This design comes from an exercise in tuning for small area on the open sky130 flow, not from production work.

north:
==> flow/design.v (excerpt) <==
module csr_unit_top (
    input  logic clk,
    input  logic rst,
    input  logic req_valid,
    input  logic [3:0] req_id,
    input  logic [1:0] req_op,
    input  logic [11:0] req_addr,
    input  logic [31:0] req_data,
    output logic ready,
    input  logic [3:0] oldest_id,
    output logic done,
    output logic [3:0] done_id,
    output logic [31:0] rd_data,
    input  logic ack,
    input  logic exception_valid,
    input  logic [4:0] exception_code,
    input  logic [31:0] exception_pc,
    input  logic [31:0] exception_tval,
    input  logic interrupt_taken,
    input  logic mret,
    input  logic m_interrupt_software,
    input  logic m_interrupt_timer,
    input  logic m_interrupt_external,
    input  logic [1:0] retire_count,
    output logic [1:0] current_privilege,
    output logic interrupt_pending,
    output logic [31:0] trap_target_pc,
    output logic [31:0] epc
);
==> module csr_counter, before the edit <==
module csr_counter (
    input  logic clk,
    input  logic rst,
    input  logic [1:0] inc,
    input  logic wr_lo,
    input  logic wr_hi,
    input  logic [31:0] wr_data,
    output logic [63:0] value
);
    logic count;
    logic c1, c2;
    logic [63:0] carry;
    logic [63:0] sum;
    assign count = ~(wr_lo | wr_hi);
    assign c1 = value[0] & inc[0];
    assign sum[0] = value[0] ^ (inc[0] & count);
    assign sum[1] = value[1] ^ ((inc[1] ^ c1) & count);
    assign c2 = (value[1] & inc[1]) | (value[1] & c1) | (inc[1] & c1);
    assign carry[1:0] = 2'b00;
    genvar i;
    generate
        for (i = 2; i < 64; i++) begin : gen_bit
            if (i == 2) begin : gen_first
                assign carry[i] = count & c2;
            end else if (i % 8 == 0) begin : gen_block
                assign carry[i] = count & c2 & (&value[i-1:2]);
            end else begin : gen_ripple
                assign carry[i] = value[i-1] & carry[i-1];
            end
            assign sum[i] = value[i] ^ carry[i];
        end
    endgenerate
    logic ld_lo, ld_hi;
    logic [31:0] ld_data;
    assign ld_lo = wr_lo | rst;
    assign ld_hi = wr_hi | rst;
    assign ld_data = wr_data & {32{~rst}};
    always_ff @(posedge clk) begin
        value[31:0] <= ld_lo ? ld_data : sum[31:0];
        value[63:32] <= ld_hi ? ld_data : sum[63:32];
    end
endmodule
export LEC_CHECK = 0
export CAP_MARGIN = 20
export CORE_MARGIN = 2
export CORE_UTILIZATION = 40
export SLEW_MARGIN = 20
create_clock -name core_clock -period 4.0 [get_ports {clk}]
run.sh (not shown) runs the stock make flow with config.mk's settings and CLKGATE_MAP_FILE= SYNTH_SCRIPT=/design/flow/synth_recipe.tcl, a recipe that flattens the netlist after the stock synthesis.
north completed end to end with timing, DRC and antenna clean.
Here is what was changed in the inputs of south compared with north.
--- a/flow/design.v
+++ b/flow/design.v
@@ -63,41 +63,19 @@
     input  logic wr_lo,
     input  logic wr_hi,
     input  logic [31:0] wr_data,
     output logic [63:0] value
 );
-    logic count;
-    logic c1, c2;
-    logic [63:0] carry;
     logic [63:0] sum;
-    assign count = ~(wr_lo | wr_hi);
-    assign c1 = value[0] & inc[0];
-    assign sum[0] = value[0] ^ (inc[0] & count);
-    assign sum[1] = value[1] ^ ((inc[1] ^ c1) & count);
-    assign c2 = (value[1] & inc[1]) | (value[1] & c1) | (inc[1] & c1);
-    assign carry[1:0] = 2'b00;
-    genvar i;
-    generate
-        for (i = 2; i < 64; i++) begin : gen_bit
-            if (i == 2) begin : gen_first
-                assign carry[i] = count & c2;
-            end else if (i % 8 == 0) begin : gen_block
-                assign carry[i] = count & c2 & (&value[i-1:2]);
-            end else begin : gen_ripple
-                assign carry[i] = value[i-1] & carry[i-1];
-            end
-            assign sum[i] = value[i] ^ carry[i];
-        end
-    endgenerate
-    logic ld_lo, ld_hi;
-    logic [31:0] ld_data;
-    assign ld_lo = wr_lo | rst;
-    assign ld_hi = wr_hi | rst;
-    assign ld_data = wr_data & {32{~rst}};
+    assign sum = value + {62'd0, inc & {2{~(wr_lo | wr_hi)}}};
     always_ff @(posedge clk) begin
-        value[31:0] <= ld_lo ? ld_data : sum[31:0];
-        value[63:32] <= ld_hi ? ld_data : sum[63:32];
+        if (rst) begin
+            value <= '0;
+        end else begin
+            value[31:0] <= wr_lo ? wr_data : sum[31:0];
+            value[63:32] <= wr_hi ? wr_data : sum[63:32];
+        end
     end
 endmodule
 `default_nettype wire
 `timescale 1ns/1ps
 `default_nettype none
## What came out
- north → south: global routing usage on met3 picked up an extra 0.71 points, wire length shows an increase of 15%.
- The global-route usage reported for south is greater than that of north by 4.1 points.
- Maximum fanout along the worst path in south is 12 higher than in north
- Between north and south, the async set-reset flop share out of synthesis figures differ only marginally.
- | number of maximum-capacitance violations | north vs south | ≈ equal |
- north reports its capturing instance or port of the critical path as cycle_i.value[63] while south reports instret_i.value[48].
No run of this note included a check of the RTL's function; only the layout flow was run.

==> port drivers added, routing unchanged <==
The results above use ideal ports. As a check the final layouts listed here were re-extracted and re-timed, cells and wires unchanged. Step 1, drivers: a clkbuf_16 drives clk and a buf_2 each remaining input, both assumed. Step 2 moves the port delays by t, midway between the first and last clock arrival at a register: inputs arrive t later, outputs are due t later. That takes back most of the time a late clock gives input paths. Slacks: no drivers / after step 1 / after step 2; pairs: no drivers / after step 1.
run | t, ns | setup WS [ns] | latest minus earliest clock arrival (ns) | slew at the worst register clock pin (ns)
north | 0.602 | 0.294 / 0.294 / -0.263 | 0.021 / 0.020 | 0.06 / 0.06
south | 0.609 | 0.301 / 0.301 / 0.050 | 0.016 / 0.016 | 0.06 / 0.06
With both steps, setup timing fails in north, where it was met with ideal ports. The setup slack of north, which loses most, moves by 0.000 ns with the drivers and by -0.557 ns with both steps.
